Context: an optimization exercise on an open-source flow, tuned for small area, a short achievable clock period and few clock cycles per item. The choices shown serve that exercise and are no tape-out recipe.
RTL that was checked went through simulation tests only; none was proved equivalent to the original.

==> inputs of v12 <==
// mcm_dct_top
module mcm_dct_top (
    input  logic                                  clk,
    input  logic                                  rst_n,
    input  logic                                  req_i,
    input  logic [8*(16+1)-1:0]   samples_i,
    input  logic [8*(3+1)-1:0] codes_i,
    output logic                                  ack_o,
    output logic [32:0]                   result_o
);
clock: 26.0 ns
lec_check: 0
cap_margin: 20
core_margin: 2
core_utilization: 50
place_density: 0.65
slew_margin: 20
synth_hierarchical: 1
standard.sh (not shown) runs the stock make flow with config.mk's settings and CLKGATE_MAP_FILE= SYNTH_SCRIPT=/design/flow/synth_recipe.tcl, a recipe that flattens the netlist after the stock synthesis.
==> flow/flow/run.sh <==
#!/bin/bash
# Own layout flow: the standard ORFS flow (standard.sh, unchanged synthesis), with the
# ports buffered by a plain buffer cell instead of the default choice, and setup repair
# aimed at a larger slack than the clock period needs, so that repair works on this design's
# real critical paths. Each run's full output goes to a log file in the work folder.
set -euo pipefail
export BUFFER_PORTS_ARGS="-buffer_cell sky130_fd_sc_hd__buf_1"
export SETUP_SLACK_MARGIN="${FLOW_SETUP_MARGIN:-15.5}"
bash standard.sh synth > run_synth.log 2>&1
bash standard.sh > run_layout.log 2>&1
==> inputs of v38, as changes to v12 <==
--- a/flow/flow/run.sh
+++ b/flow/flow/run.sh
@@ -5,6 +5,6 @@
 # real critical paths. Each run's full output goes to a log file in the work folder.
 set -euo pipefail
 export BUFFER_PORTS_ARGS="-buffer_cell sky130_fd_sc_hd__buf_1"
-export SETUP_SLACK_MARGIN="${FLOW_SETUP_MARGIN:-15.5}"
+export SETUP_SLACK_MARGIN="${FLOW_SETUP_MARGIN:-16}"
 bash standard.sh synth > run_synth.log 2>&1
 bash standard.sh > run_layout.log 2>&1
Settings changed: CORE_UTILIZATION 50 to 40, PLACE_DENSITY 0.65 to not set.
==> qor.txt <==
Arrival time worst endpoint: 10.57 ns
Met1 global-route usage: 55.6%
Fin crit share: 40.2%
Layout Utilization: 52.5%
Fraction of area in multi-input gates: 79.1%
Row count: 86
Status: complete, no violations
Largest net degree at the start of global routing: 47
Min Tclk post-route: 10.45 ns
Final nets: 3,329
Count of plain and timing-repair buffers: 273
Height of the die: 240 µm
Routed wl met3: 13,900 µm
CTS resizes: 27
Vias: 23.1k
Vias in the first global route: 23.4k
the above is filed under v12

==> qor.txt <==
Vias in the first global route: 23.6k
Largest net degree at the start of global routing: 62
Met1 global-route usage: 43.9%
Status: complete, no violations
Height of the die: 268 µm
Routed wl met3: 13,000 µm
Row count: 96
Arrival time worst endpoint: 10.13 ns
CTS resizes: 130
Fraction of area in multi-input gates: 76.4%
the above is filed under v38

Testbench counts of v12, summed over its fixed seeds: cycles 4,096, items 2,048.
Testbench counts of v38, summed over its fixed seeds: cycles 4,096, items 2,048.

==> inputs of amber <==
mcm_dct_top again, from the RTL that the note above started with.
==> flow/design.v (excerpt) <==
module mcm_dct_top (
    input  logic                                  clk,
    input  logic                                  rst_n,
    input  logic                                  req_i,
    input  logic [8*(16+1)-1:0]   samples_i,
    input  logic [8*(3+1)-1:0] codes_i,
    output logic                                  ack_o,
    output logic [32:0]                   result_o
);
==> module mcm_lane, before the edit <==
module mcm_lane (
    input  logic [16:0]   sample_i,
    input  logic [3:0] code_i,
    output logic [91-1:0] pp_o
);
    logic s0, ns0, pa2, qa2, ga3, ea, nea, np4, nq4, np6, nq6, np8, nq8, q4, q6, q8;
    logic t, d0, da, d4, d6, s0x, sa, s4, s6;
    mcm_lane_xor u_t  (.a_i(sample_i[16]), .b_i(code_i[3]), .y_o(t));
    mcm_lane_dec u_dec (.idx_i(code_i[3-1:0]), .d0_o(d0), .da_o(da), .d4_o(d4), .d6_o(d6));
    mcm_lane_xor u_s0 (.a_i(t), .b_i(d0), .y_o(s0x));
    mcm_lane_xor u_sa (.a_i(t), .b_i(da), .y_o(sa));
    mcm_lane_xor u_s4 (.a_i(t), .b_i(d4), .y_o(s4));
    mcm_lane_xor u_s6 (.a_i(t), .b_i(d6), .y_o(s6));
    mcm_lane_ctrl u_ctrl (
        .t_i   (t),
        .idx_i (code_i[3-1:0]),
        .s0_i  (s0x),
        .sa_i  (sa),
        .s4_i  (s4),
        .s6_i  (s6),
        .s8_i  (t),
        .s0_o (s0),
        .ns0_o (ns0),
        .pa2_o (pa2),
        .qa2_o (qa2),
        .ga3_o (ga3),
        .ea_o (ea),
        .nea_o (nea),
        .np4_o (np4),
        .nq4_o (nq4),
        .np6_o (np6),
        .nq6_o (nq6),
        .np8_o (np8),
        .nq8_o (nq8),
        .q4_o (q4),
        .q6_o (q6),
        .q8_o (q8)
    );
    logic [15:0] xn;
    assign xn = ~sample_i[16-1:0];
    mcm_lane_rows u_rows (
        .x_i   (sample_i[16-1:0]),
        .xn_i  (xn),
        .s0_i (s0),
        .ns0_i (ns0),
        .pa2_i (pa2),
        .qa2_i (qa2),
        .ga3_i (ga3),
        .np4_i (np4),
        .nq4_i (nq4),
        .np6_i (np6),
        .nq6_i (nq6),
        .np8_i (np8),
        .nq8_i (nq8),
        .row_o (pp_o[80:0])
    );
    assign pp_o[81] = s0;   
    assign pp_o[82] = ea;   
    assign pp_o[83] = q4;   
    assign pp_o[84] = q6;   
    assign pp_o[85] = q8;   
    assign pp_o[86] = ns0;   
    assign pp_o[87] = nea;   
    assign pp_o[88] = nq4;   
    assign pp_o[89] = nq6;   
    assign pp_o[90] = nq8;   
endmodule
==> module mcm_lane_ctrl, before the edit <==
module mcm_lane_ctrl (
    input  logic       t_i,
    input  logic [2:0] idx_i,
    input  logic       s0_i,
    input  logic       sa_i,
    input  logic       s4_i,
    input  logic       s6_i,
    input  logic       s8_i,
    output logic       s0_o,
    output logic       ns0_o,
    output logic       pa2_o,
    output logic       qa2_o,
    output logic       ga3_o,
    output logic       ea_o,
    output logic       nea_o,
    output logic       np4_o,
    output logic       nq4_o,
    output logic       np6_o,
    output logic       nq6_o,
    output logic       np8_o,
    output logic       nq8_o,
    output logic       q4_o,
    output logic       q6_o,
    output logic       q8_o
);
    logic ga2, ga3, g4, g6, g8;
    assign ga2 = (idx_i == 3'd1) | (idx_i == 3'd2) | (idx_i == 3'd6) | (idx_i == 3'd7);
    assign ga3 = (idx_i == 3'd3);
    assign g4  = (idx_i == 3'd4) | (idx_i == 3'd5) | (idx_i == 3'd6) | (ga3 & t_i);
    assign g6  = (idx_i == 3'd5) | (idx_i == 3'd6);
    assign g8  = (idx_i == 3'd6) | (idx_i == 3'd7);
    assign s0_o  = s0_i;
    assign ns0_o = ~s0_i;
    assign pa2_o = ga2 & sa_i;
    assign qa2_o = ga2 & ~sa_i;
    assign ga3_o = ga3;
    assign ea_o  = ~(ga2 | ga3) | (ga2 & sa_i);
    assign nea_o = ~ea_o;
    assign np4_o = ~(g4 & ~s4_i);
    assign nq4_o = ~(g4 & s4_i);
    assign q4_o  = g4 & s4_i;
    assign np6_o = ~(g6 & ~s6_i);
    assign nq6_o = ~(g6 & s6_i);
    assign q6_o  = g6 & s6_i;
    assign np8_o = ~(g8 & ~s8_i);
    assign nq8_o = ~(g8 & s8_i);
    assign q8_o  = g8 & s8_i;
endmodule
==> module mcm_lane_dec, before the edit <==
module mcm_lane_dec (
    input  logic [2:0] idx_i,
    output logic       d0_o,
    output logic       da_o,
    output logic       d4_o,
    output logic       d6_o
);
    assign d0_o = (idx_i == 3'd1) | (idx_i == 3'd4) | (idx_i == 3'd7);
    assign da_o = (idx_i == 3'd7);
    assign d4_o = (idx_i == 3'd5) | (idx_i == 3'd6);
    assign d6_o = (idx_i == 3'd6);
endmodule
==> module mcm_lane_xor, before the edit <==
module mcm_lane_xor (
    input  logic a_i,
    input  logic b_i,
    output logic y_o
);
    assign y_o = a_i ^ b_i;
endmodule
==> flow/config.mk <==
export PLATFORM = sky130hd
export DESIGN_NAME = mcm_dct_top
export DESIGN_NICKNAME = mcm_dct_top
export VERILOG_FILES = /design/flow/design.v
export SDC_FILE = /design/flow/constraint.sdc
export NUM_CORES = 4
export LEC_CHECK = 0
export CAP_MARGIN = 20
export CORE_MARGIN = 2
export CORE_UTILIZATION = 40
export SLEW_MARGIN = 20
export SYNTH_HIERARCHICAL = 1
==> flow/constraint.sdc <==
create_clock -name core_clock -period 26.0 [get_ports {clk}]
set_input_delay 5.2000 -clock core_clock [delete_from_list [all_inputs] [get_ports {clk}]]
set_output_delay 5.2000 -clock core_clock [all_outputs]
set_load 0.01 [all_outputs]
==> flow/flow/run.sh <==
#!/bin/bash
# Own layout flow: the standard ORFS flow (standard.sh, unchanged synthesis), with the
# ports buffered by a plain buffer cell instead of the default choice, and setup repair
# aimed at a larger slack than the clock period needs, so that repair works on this design's
# real critical paths. Each run's full output goes to a log file in the work folder.
set -euo pipefail
export BUFFER_PORTS_ARGS="-buffer_cell sky130_fd_sc_hd__buf_1"
export SETUP_SLACK_MARGIN="${FLOW_SETUP_MARGIN:-15.5}"
bash standard.sh synth > run_synth.log 2>&1
bash standard.sh > run_layout.log 2>&1
==> indigo (differences from amber) <==
--- a/flow/design.v
+++ b/flow/design.v
@@ -159,19 +159,7 @@
 );
     logic s0, ns0, pa2, qa2, ga3, ea, nea, np4, nq4, np6, nq6, np8, nq8, q4, q6, q8;
-    logic t, d0, da, d4, d6, s0x, sa, s4, s6;
-    mcm_lane_xor u_t  (.a_i(sample_i[16]), .b_i(code_i[3]), .y_o(t));
-    mcm_lane_dec u_dec (.idx_i(code_i[3-1:0]), .d0_o(d0), .da_o(da), .d4_o(d4), .d6_o(d6));
-    mcm_lane_xor u_s0 (.a_i(t), .b_i(d0), .y_o(s0x));
-    mcm_lane_xor u_sa (.a_i(t), .b_i(da), .y_o(sa));
-    mcm_lane_xor u_s4 (.a_i(t), .b_i(d4), .y_o(s4));
-    mcm_lane_xor u_s6 (.a_i(t), .b_i(d6), .y_o(s6));
     mcm_lane_ctrl u_ctrl (
-        .t_i   (t),
-        .idx_i (code_i[3-1:0]),
-        .s0_i  (s0x),
-        .sa_i  (sa),
-        .s4_i  (s4),
-        .s6_i  (s6),
-        .s8_i  (t),
+        .sign_i (sample_i[16]),
+        .code_i (code_i),
         .s0_o (s0),
         .ns0_o (ns0),
@@ -222,11 +210,6 @@
 `default_nettype none
 module mcm_lane_ctrl (
-    input  logic       t_i,
-    input  logic [2:0] idx_i,
-    input  logic       s0_i,
-    input  logic       sa_i,
-    input  logic       s4_i,
-    input  logic       s6_i,
-    input  logic       s8_i,
+    input  logic       sign_i,
+    input  logic [3:0] code_i,
     output logic       s0_o,
     output logic       ns0_o,
@@ -246,45 +229,22 @@
     output logic       q8_o
 );
-    logic ga2, ga3, g4, g6, g8;
-    assign ga2 = (idx_i == 3'd1) | (idx_i == 3'd2) | (idx_i == 3'd6) | (idx_i == 3'd7);
-    assign ga3 = (idx_i == 3'd3);
-    assign g4  = (idx_i == 3'd4) | (idx_i == 3'd5) | (idx_i == 3'd6) | (ga3 & t_i);
-    assign g6  = (idx_i == 3'd5) | (idx_i == 3'd6);
-    assign g8  = (idx_i == 3'd6) | (idx_i == 3'd7);
-    assign s0_o  = s0_i;
-    assign ns0_o = ~s0_i;
-    assign pa2_o = ga2 & sa_i;
-    assign qa2_o = ga2 & ~sa_i;
-    assign ga3_o = ga3;
-    assign ea_o  = ~(ga2 | ga3) | (ga2 & sa_i);
-    assign nea_o = ~ea_o;
-    assign np4_o = ~(g4 & ~s4_i);
-    assign nq4_o = ~(g4 & s4_i);
-    assign q4_o  = g4 & s4_i;
-    assign np6_o = ~(g6 & ~s6_i);
-    assign nq6_o = ~(g6 & s6_i);
-    assign q6_o  = g6 & s6_i;
-    assign np8_o = ~(g8 & ~s8_i);
-    assign nq8_o = ~(g8 & s8_i);
-    assign q8_o  = g8 & s8_i;
-endmodule
-module mcm_lane_dec (
-    input  logic [2:0] idx_i,
-    output logic       d0_o,
-    output logic       da_o,
-    output logic       d4_o,
-    output logic       d6_o
-);
-    assign d0_o = (idx_i == 3'd1) | (idx_i == 3'd4) | (idx_i == 3'd7);
-    assign da_o = (idx_i == 3'd7);
-    assign d4_o = (idx_i == 3'd5) | (idx_i == 3'd6);
-    assign d6_o = (idx_i == 3'd6);
-endmodule
-module mcm_lane_xor (
-    input  logic a_i,
-    input  logic b_i,
-    output logic y_o
-);
-    assign y_o = a_i ^ b_i;
+    logic [3:0] key;
+    assign key = {sign_i ^ code_i[3], code_i[2:0]};
+    assign s0_o = 16'b0110110110010010 >> key;
+    assign ns0_o = 16'b1001001001101101 >> key;
+    assign pa2_o = 16'b0100011010000000 >> key;
+    assign qa2_o = 16'b1000000001000110 >> key;
+    assign ga3_o = 16'b0000100000001000 >> key;
+    assign ea_o = 16'b0111011110110001 >> key;
+    assign nea_o = 16'b1000100001001110 >> key;
+    assign np4_o = 16'b1001111111101111 >> key;
+    assign nq4_o = 16'b1110011110011111 >> key;
+    assign np6_o = 16'b1011111111011111 >> key;
+    assign nq6_o = 16'b1101111110111111 >> key;
+    assign np8_o = 16'b1111111100111111 >> key;
+    assign nq8_o = 16'b0011111111111111 >> key;
+    assign q4_o = 16'b0001100001100000 >> key;
+    assign q6_o = 16'b0010000001000000 >> key;
+    assign q8_o = 16'b1100000000000000 >> key;
 endmodule
 `default_nettype none
--- a/flow/flow/run.sh
+++ b/flow/flow/run.sh
@@ -6,5 +6,5 @@
 set -euo pipefail
 export BUFFER_PORTS_ARGS="-buffer_cell sky130_fd_sc_hd__buf_1"
-export SETUP_SLACK_MARGIN="${FLOW_SETUP_MARGIN:-15.5}"
+export SETUP_SLACK_MARGIN="${FLOW_SETUP_MARGIN:-16}"
 bash standard.sh synth > run_synth.log 2>&1
 bash standard.sh > run_layout.log 2>&1
==> raven (differences from amber) <==
--- a/flow/flow/run.sh
+++ b/flow/flow/run.sh
@@ -6,5 +6,5 @@
 set -euo pipefail
 export BUFFER_PORTS_ARGS="-buffer_cell sky130_fd_sc_hd__buf_1"
-export SETUP_SLACK_MARGIN="${FLOW_SETUP_MARGIN:-15.5}"
+export SETUP_SLACK_MARGIN="${FLOW_SETUP_MARGIN:-15}"
 bash standard.sh synth > run_synth.log 2>&1
 bash standard.sh > run_layout.log 2>&1
==> comparison <==
indigo passed the timing, design-rule and antenna checks. raven finished clean. amber produced a clean layout.
Against amber, the critical path depth of indigo is higher by 1.
The lowest fmax belongs to raven, the highest to indigo.
In count of clock-buffer cells in the layout, amber and raven do not differ.
Against raven, the first-iteration DRC count of amber is lower by about 6%.
Of indigo and raven, indigo has the higher die area (gap 4.0%, measured against raven).
In indigo the non-clock buffer count is higher than in amber, by 121.
Of indigo and amber, amber has the higher register-to-register slack (gap 0.03 ns).
Clock skew: amber < indigo < raven.
The highest worst hold slack belongs to raven, the lowest to indigo.
==> figures <==
Outcome: amber complete, no violations; raven complete, no violations; indigo complete, no violations
Final critical-path required period: amber 10.44 ns; raven 10.79 ns; indigo 10.06 ns
Effective utilization at floorplan: amber 40.5%; raven 40.5%; indigo 40.5%
Ratio of layout area to synthesized area: amber 1.049x; raven 1.027x; indigo 1.144x
Number of signal-net buffers in the layout: amber 275; raven 242; indigo 396
Total iterations of the first detailed-routing run: amber 11; raven 13; indigo 14
Width of the die: amber 268 um; raven 268 um; indigo 273 um
Cell with the largest stage delay on the worst path: amber sky130_fd_sc_hd__a222oi_1; raven sky130_fd_sc_hd__fa_1; indigo sky130_fd_sc_hd__a222oi_1
Wire length of the first global-routing pass: amber 167 mm; raven 166 mm; indigo 184 mm
Final-layout fill cell count: amber 6600; raven 6652; indigo 6709
Final standard cell utilization of the core: amber 42.5%; raven 41.6%; indigo 46.3%
Gate Count Post-Synth: amber 2447; raven 2447; indigo 2599
Half-perimeter wire length after detailed placement: amber 101 mm; raven 101 mm; indigo 109 mm
Worst setup slack after placement: amber 14.46 ns; raven 14.46 ns; indigo 14.56 ns
Area of the multi-input gates: amber 22900 um^2; raven 22700 um^2; indigo 25700 um^2
Most repeated library cell on the critical path: amber sky130_fd_sc_hd__fa_1; raven sky130_fd_sc_hd__fa_1; indigo sky130_fd_sc_hd__fa_2
Routed len/inst: amber 35.0 um; raven 35.1 um; indigo 36.4 um
Testbench counts of amber, summed over its fixed seeds: cycles 4,096, items 2,048.
Testbench counts of raven, summed over its fixed seeds: cycles 4,096, items 2,048.
No functional check of the RTL was part of indigo.

==> re-timing with driven ports <==
How much do the figures lean on ideal ports? The routed layouts below were timed once more, with nothing changed but the port constraints. Step 1 assumes that a clkbuf_16 drives the clock port and a buf_2 every other input. Step 2 adds t to the input delays and takes it off the output delays; t is the mean of the earliest and latest rising clock arrival at the registers after step 1. Input paths then give back, and output paths get back, about the clock's delay inside the block. Slacks: ideal ports / drivers / drivers and shift; pairs: ideal ports / drivers.
| run | shift t [ns] | setup slack, ns | worst hold slack (ns) | worst setup path after step 2 | clock arrival spread, ns |
|---|---|---|---|---|---|
| v12 | 0.450 | 15.554 / 15.595 / 15.145 | 1.223 / 1.223 / 1.223 | input to register | 0.018 / 0.018 |
| v38 | 0.446 | 15.995 / 16.028 / 15.583 | 1.011 / 1.011 / 1.011 | input to register | 0.018 / 0.019 |
| amber | 0.447 | 15.565 / 15.523 / 15.163 | 1.075 / 1.075 / 1.075 | input to register | 0.014 / 0.014 |
| indigo | 0.445 | 15.944 / 15.993 / 15.548 | 1.074 / 1.074 / 1.074 | input to register | 0.014 / 0.015 |
| raven | 0.443 | 15.209 / 15.234 / 14.792 | 1.084 / 1.084 / 1.084 | input to register | 0.015 / 0.015 |
After both steps every run listed still meets setup and hold. The setup slack of raven, which loses most, moves by +0.025 ns with the drivers and by -0.417 ns with both steps.
